This is an optimization exercise on Yosys and OpenROAD, whose aim is small area, not a production implementation. In this exercise RTL edits were held to simulation tests only and were not proved equivalent to the original.

Design gpio_top, start of the top module:
module gpio_top (
   input  logic        PCLK,
   input  logic        aresetn,
   input  logic        psel_i,
   input  logic        penable_i,
   input  logic        pwrite_i,
   input  logic [7:0]  paddr_i,
   input  logic [31:0] pwdata_i,
   output logic [31:0] prdata_o,
   output logic        pready_o,
   output logic        pslverr_o,
   input  logic [31:0] gpio_in_i,
   output logic [31:0] gpio_out_o,
   output logic [31:0] gpio_oe_o,
   output logic [31:0] int_o,
   output logic        int_or_o
);
Size: roughly 19000 um2 of cells after synthesis.
==> module gpio_top, before the edit <==
module gpio_top (
   input  logic        PCLK,
   input  logic        aresetn,
   input  logic        psel_i,
   input  logic        penable_i,
   input  logic        pwrite_i,
   input  logic [7:0]  paddr_i,
   input  logic [31:0] pwdata_i,
   output logic [31:0] prdata_o,
   output logic        pready_o,
   output logic        pslverr_o,
   input  logic [31:0] gpio_in_i,
   output logic [31:0] gpio_out_o,
   output logic [31:0] gpio_oe_o,
   output logic [31:0] int_o,
   output logic        int_or_o
);
   localparam int n = gpio_pkg::gpio_max;
   assign pready_o  = 1'b1;
   assign pslverr_o = 1'b0;
   logic          wr_en;
   logic          hit_intr;
   logic          hit_gpin;
   logic          hit_gpout;
   assign wr_en     = psel_i & penable_i & pwrite_i;
   assign hit_intr  = (paddr_i == gpio_pkg::addr_intr);
   assign hit_gpin  = (paddr_i == gpio_pkg::addr_gpin);
   assign hit_gpout = (paddr_i == gpio_pkg::addr_gpout);
   logic [n-1:0] gpin1;
   logic [n-1:0] cur;
   logic [n-1:0] prev;
   always_ff @(posedge PCLK or negedge aresetn)
   begin
      if (!aresetn)
      begin
         gpin1 <= '0;
         cur   <= '0;
      end
      else
      begin
         gpin1 <= gpio_in_i;
         cur   <= gpin1;
      end
   end
   always_ff @(posedge PCLK)
      prev <= cur;
   function automatic logic [2:0] type_enc(input logic [2:0] t);
      case (t)
         3'd0:    type_enc = 3'd0;
         3'd1:    type_enc = 3'd1;
         3'd2:    type_enc = 3'd2;
         3'd3:    type_enc = 3'd4;
         3'd4:    type_enc = 3'd6;
         3'd5:    type_enc = 3'd3;
         3'd6:    type_enc = 3'd5;
         default: type_enc = 3'd7;
      endcase
   endfunction
   function automatic logic [2:0] type_dec(input logic [2:0] u);
      case (u)
         3'd0:    type_dec = 3'd0;
         3'd1:    type_dec = 3'd1;
         3'd2:    type_dec = 3'd2;
         3'd4:    type_dec = 3'd3;
         3'd6:    type_dec = 3'd4;
         3'd3:    type_dec = 3'd5;
         3'd5:    type_dec = 3'd6;
         default: type_dec = 3'd7;
      endcase
   endfunction
   logic [7:0] wdata_enc;
   assign wdata_enc = {type_enc(pwdata_i[7:5]), pwdata_i[4:0]};
   localparam int gs    = 4;    
   localparam int gb    = 2;    
   localparam int n_grp = n / gs;
   logic [7:0]       cfg_q [n];
   logic [n_grp-1:0] grp_hit;
   logic [n_grp-1:0] grp_ok;
   logic [gs-1:0]    pos_hit;
   logic [7:0]       cfg_d [gs];
   logic [n-1:0]     cfg_ok;
   logic [n-1:0]     out_en;
   logic [n-1:0]     in_en;
   logic [n-1:0]     oe_en;
   logic [n-1:0]     int_en;
   for (genvar p = 0; p < gs; p++)
   begin : g_pos
      assign pos_hit[p] = (paddr_i[2 +: gb] == gb'(p));
      assign cfg_d[p]   = wdata_enc & {8{pos_hit[p]}};
   end
   for (genvar g = 0; g < n_grp; g++)
   begin : g_grp
      assign grp_hit[g] = wr_en & ~paddr_i[7] & (paddr_i[6:2+gb] == (5-gb)'(g));
      always_ff @(posedge PCLK or negedge aresetn)
      begin
         if (!aresetn)
            grp_ok[g] <= 1'b0;
         else
            grp_ok[g] <= grp_ok[g] | grp_hit[g];
      end
   end
   for (genvar i = 0; i < n; i++)
   begin : g_cfg
      always_ff @(posedge PCLK)
      begin
         if (grp_hit[i/gs] && (pos_hit[i%gs] || !grp_ok[i/gs]))
            cfg_q[i] <= cfg_d[i%gs];
      end
      assign cfg_ok[i] = grp_ok[i/gs];
      assign out_en[i] = cfg_q[i][0] & cfg_ok[i];
      assign in_en[i]  = cfg_q[i][1] & cfg_ok[i];
      assign oe_en[i]  = cfg_q[i][2] & cfg_ok[i];
      assign int_en[i] = cfg_q[i][3] & cfg_ok[i];
   end
   logic [n-1:0] gpout_q;
   logic         gpout_ok;
   always_ff @(posedge PCLK)
   begin
      if (wr_en && hit_gpout)
         gpout_q <= pwdata_i;
   end
   always_ff @(posedge PCLK or negedge aresetn)
   begin
      if (!aresetn)
         gpout_ok <= 1'b0;
      else
         gpout_ok <= gpout_ok | (wr_en & hit_gpout);
   end
   assign gpio_out_o = gpout_q & out_en & {n{gpout_ok}};
   assign gpio_oe_o  = oe_en & out_en;
   logic [n-1:0] clear;
   logic [n-1:0] pos_q;
   logic [n-1:0] neg_q;
   assign clear = {n{wr_en & hit_intr}} & pwdata_i;
   always_ff @(posedge PCLK)
   begin
      pos_q <= int_en & ((cur & ~prev) | (pos_q & ~clear));
      neg_q <= int_en & ((~cur & prev) | (neg_q & ~clear));
   end
   for (genvar i = 0; i < n; i++)
   begin : g_sel
      logic [2:0] u;
      logic       sel;
      assign u = cfg_q[i][7:5];
      always_comb
      begin
         case (u)
            3'd0:    sel = prev[i];
            3'd1:    sel = ~prev[i];
            3'd2:    sel = pos_q[i];
            3'd4:    sel = neg_q[i];
            3'd6:    sel = pos_q[i] | neg_q[i];
            default: sel = 1'b0;
         endcase
      end
      assign int_o[i] = int_en[i] & sel;
   end
   assign int_or_o = |int_o;
   logic [n-1:0] intr_q;
   logic         intr_ok;
   logic [n-1:0] intr;
   logic         clear_cycle;
   always_ff @(posedge PCLK or negedge aresetn)
   begin
      if (!aresetn)
         intr_ok <= 1'b0;
      else
         intr_ok <= 1'b1;
   end
   assign intr        = intr_q & {n{intr_ok}};
   assign clear_cycle = |clear;
   always_ff @(posedge PCLK)
   begin
      if (clear_cycle)
         intr_q <= intr & ~clear;
      else
         intr_q <= int_o;
   end
   logic [7:0]       cfg_rd;
   logic [n_grp-1:0] grp_rd;
   logic [7:0]       pos_rd [gs];
   for (genvar g = 0; g < n_grp; g++)
   begin : g_grd
      assign grp_rd[g] = grp_ok[g] & ~paddr_i[7] & (paddr_i[6:2+gb] == (5-gb)'(g));
   end
   for (genvar p = 0; p < gs; p++)
   begin : g_prd
      logic [7:0] acc [n_grp+1];
      assign acc[0] = '0;
      for (genvar g = 0; g < n_grp; g++)
      begin : g_or
         assign acc[g+1] = acc[g] | (cfg_q[gs*g+p] & {8{grp_rd[g]}});
      end
      assign pos_rd[p] = acc[n_grp] & {8{pos_hit[p]}};
   end
   logic [7:0] cfg_raw;
   assign cfg_raw = pos_rd[0] | pos_rd[1] | pos_rd[2] | pos_rd[3];
   assign cfg_rd  = {type_dec(cfg_raw[7:5]), cfg_raw[4:0]};
   assign prdata_o = {24'h0, cfg_rd}
                   | (intr & {n{hit_intr}})
                   | (prev & in_en & {n{hit_gpin}})
                   | (gpout_q & {n{hit_gpout & gpout_ok}});
endmodule
==> flow/config.mk <==
export PLATFORM = sky130hd
export DESIGN_NAME = gpio_top
export DESIGN_NICKNAME = gpio_top
export VERILOG_FILES = /design/flow/design.v
export SDC_FILE = /design/flow/constraint.sdc
export NUM_CORES = 4
export LEC_CHECK = 0
export CAP_MARGIN = 20
export CORE_MARGIN = 2
export CORE_UTILIZATION = 65
export SETUP_SLACK_MARGIN = 0.1
export SLEW_MARGIN = 20
==> flow/constraint.sdc <==
create_clock -name core_clock -period 5.0 [get_ports {PCLK}]
set_input_delay 1.0000 -clock core_clock [delete_from_list [all_inputs] [get_ports {PCLK}]]
set_output_delay 1.0000 -clock core_clock [all_outputs]
set_load 0.01 [all_outputs]
standard.sh (not shown) runs the stock make flow with config.mk's settings and CLKGATE_MAP_FILE= SYNTH_SCRIPT=/design/flow/synth_recipe.tcl, a recipe that flattens the netlist after the stock synthesis.
==> flow/flow/run.sh <==
#!/bin/bash
# Standard layout with three changes:
# * the combinational logic of the standard synthesis is mapped again with
#   an area-oriented ABC script (flip-flops keep their cells and names);
# * the port buffers are the smallest buffer;
# * the clock tree uses larger sink clusters and no dummy loads.
set -euo pipefail
here=$(pwd)
res=$here/orfs/results/${FLOW_PLATFORM}/gpio_top/base
lib=$FLOW_HOME/platforms/${FLOW_PLATFORM}/lib/sky130_fd_sc_hd__tt_025C_1v80.lib
yosys_bin=$FLOW_HOME/../tools/install/yosys/bin/yosys
[[ -x $yosys_bin ]] || yosys_bin=yosys

export BUFFER_PORTS_ARGS="-buffer_cell sky130_fd_sc_hd__buf_1"
export CTS_ARGS="-sink_clustering_enable -repair_clock_nets -dont_use_dummy_load -sink_clustering_size 14 -sink_clustering_max_diameter 50 -buf_list {sky130_fd_sc_hd__clkbuf_4 sky130_fd_sc_hd__clkbuf_8}"

# standard synthesis netlist
bash standard.sh synth > synth_flow.log 2>&1
cp "$res/1_2_yosys.v" "$here/standard_synth.v"

# area re-mapping of the combinational logic
RS_LIB=$lib RS_IN=$here/standard_synth.v RS_OUT=$here/resynth.v \
RS_ABC=$here/flow/area.abc RS_CONSTR=$here/flow/abc.constr RS_STAT=$here/resynth_stat.txt \
  "$yosys_bin" -c "$here/flow/resynth.tcl" > resynth.log 2>&1
cp "$here/resynth.v" "$res/1_2_yosys.v"
touch "$res/1_2_yosys.v"

# rest of the layout
bash standard.sh > standard_flow.log 2>&1
Other scripts of this flow, unchanged in this note and not shown: flow/flow/abc.constr, flow/flow/area.abc, flow/flow/resynth.tcl
The first run went through all stages and came out clean.
Rerun with:
--- a/flow/design.v
+++ b/flow/design.v
@@ -53,38 +53,12 @@
          gpin1 <= gpio_in_i;
          cur   <= gpin1;
       end
    end
    always_ff @(posedge PCLK)
       prev <= cur;
-   function automatic logic [2:0] type_enc(input logic [2:0] t);
-      case (t)
-         3'd0:    type_enc = 3'd0;
-         3'd1:    type_enc = 3'd1;
-         3'd2:    type_enc = 3'd2;
-         3'd3:    type_enc = 3'd4;
-         3'd4:    type_enc = 3'd6;
-         3'd5:    type_enc = 3'd3;
-         3'd6:    type_enc = 3'd5;
-         default: type_enc = 3'd7;
-      endcase
-   endfunction
-   function automatic logic [2:0] type_dec(input logic [2:0] u);
-      case (u)
-         3'd0:    type_dec = 3'd0;
-         3'd1:    type_dec = 3'd1;
-         3'd2:    type_dec = 3'd2;
-         3'd4:    type_dec = 3'd3;
-         3'd6:    type_dec = 3'd4;
-         3'd3:    type_dec = 3'd5;
-         3'd5:    type_dec = 3'd6;
-         default: type_dec = 3'd7;
-      endcase
-   endfunction
-   logic [7:0] wdata_enc;
-   assign wdata_enc = {type_enc(pwdata_i[7:5]), pwdata_i[4:0]};
    localparam int gs    = 4;    
    localparam int gb    = 2;    
    localparam int n_grp = n / gs;
    logic [7:0]       cfg_q [n];
    logic [n_grp-1:0] grp_hit;
    logic [n_grp-1:0] grp_ok;
@@ -95,13 +69,13 @@
    logic [n-1:0]     in_en;
    logic [n-1:0]     oe_en;
    logic [n-1:0]     int_en;
    for (genvar p = 0; p < gs; p++)
    begin : g_pos
       assign pos_hit[p] = (paddr_i[2 +: gb] == gb'(p));
-      assign cfg_d[p]   = wdata_enc & {8{pos_hit[p]}};
+      assign cfg_d[p]   = pwdata_i[7:0] & {8{pos_hit[p]}};
    end
    for (genvar g = 0; g < n_grp; g++)
    begin : g_grp
       assign grp_hit[g] = wr_en & ~paddr_i[7] & (paddr_i[6:2+gb] == (5-gb)'(g));
       always_ff @(posedge PCLK or negedge aresetn)
       begin
@@ -148,27 +122,25 @@
    begin
       pos_q <= int_en & ((cur & ~prev) | (pos_q & ~clear));
       neg_q <= int_en & ((~cur & prev) | (neg_q & ~clear));
    end
    for (genvar i = 0; i < n; i++)
    begin : g_sel
-      logic [2:0] u;
-      logic       sel;
-      assign u = cfg_q[i][7:5];
+      logic [2:0] t;
+      logic       low4;
+      assign t = cfg_q[i][7:5];
       always_comb
       begin
-         case (u)
-            3'd0:    sel = prev[i];
-            3'd1:    sel = ~prev[i];
-            3'd2:    sel = pos_q[i];
-            3'd4:    sel = neg_q[i];
-            3'd6:    sel = pos_q[i] | neg_q[i];
-            default: sel = 1'b0;
+         case (t[1:0])
+            2'd0:    low4 = prev[i];
+            2'd1:    low4 = ~prev[i];
+            2'd2:    low4 = pos_q[i];
+            default: low4 = neg_q[i];
          endcase
       end
-      assign int_o[i] = int_en[i] & sel;
+      assign int_o[i] = int_en[i] & (t[2] ? (~t[1] & ~t[0] & (pos_q[i] | neg_q[i])) : low4);
    end
    assign int_or_o = |int_o;
    logic [n-1:0] intr_q;
    logic         intr_ok;
    logic [n-1:0] intr;
    logic         clear_cycle;
@@ -202,14 +174,12 @@
       for (genvar g = 0; g < n_grp; g++)
       begin : g_or
          assign acc[g+1] = acc[g] | (cfg_q[gs*g+p] & {8{grp_rd[g]}});
       end
       assign pos_rd[p] = acc[n_grp] & {8{pos_hit[p]}};
    end
-   logic [7:0] cfg_raw;
-   assign cfg_raw = pos_rd[0] | pos_rd[1] | pos_rd[2] | pos_rd[3];
-   assign cfg_rd  = {type_dec(cfg_raw[7:5]), cfg_raw[4:0]};
+   assign cfg_rd = pos_rd[0] | pos_rd[1] | pos_rd[2] | pos_rd[3];
    assign prdata_o = {24'h0, cfg_rd}
                    | (intr & {n{hit_intr}})
                    | (prev & in_en & {n{hit_gpin}})
                    | (gpout_q & {n{hit_gpout & gpout_ok}});
 endmodule
=> Critical path depth shrinks by 1; wire length climbs by about 3.5%; worst hold slack gains 0.015 ns; flip-flop and latch count is unchanged; area after synthesis grows by 2.8%; worst setup slack loses 0.084 ns; utilization is lower by 0.66 points; register-to-register slack loses 0.13 ns; cell count grows by about 7%; fmax shrinks by 1.7%; design area grows by about 2%.

-- re-timing with driven ports --
The results above use ideal ports. As a check the final layouts listed here were re-extracted and re-timed, cells and wires unchanged. Step 1 assumes that a clkbuf_16 drives the clock port and a buf_2 every other input. Step 2, shift: input delay + t, output delay - t, t = (earliest + latest rising clock arrival at the registers) / 2. This alone moves slack from input paths to output paths. Slacks: ideal / step 1 / step 2; pairs: ideal / step 1.
| run | t, ns | slack for setup (ns) | hold slack, ns | worst setup path at the end | pins driven straight from the clock port |
|---|---|---|---|---|---|
| the first run | 0.634 | 0.196 / 0.130 / 0.130 | 0.335 / 0.335 / 0.335 | input to output | 1 |
| the second run | 0.639 | 0.113 / 0.062 / 0.062 | 0.350 / 0.350 / 0.350 | input to output | 1 |
After both steps every run listed still meets setup and hold. The setup slack of the first run, which loses most, moves by -0.066 ns with the drivers and by -0.066 ns with both steps.
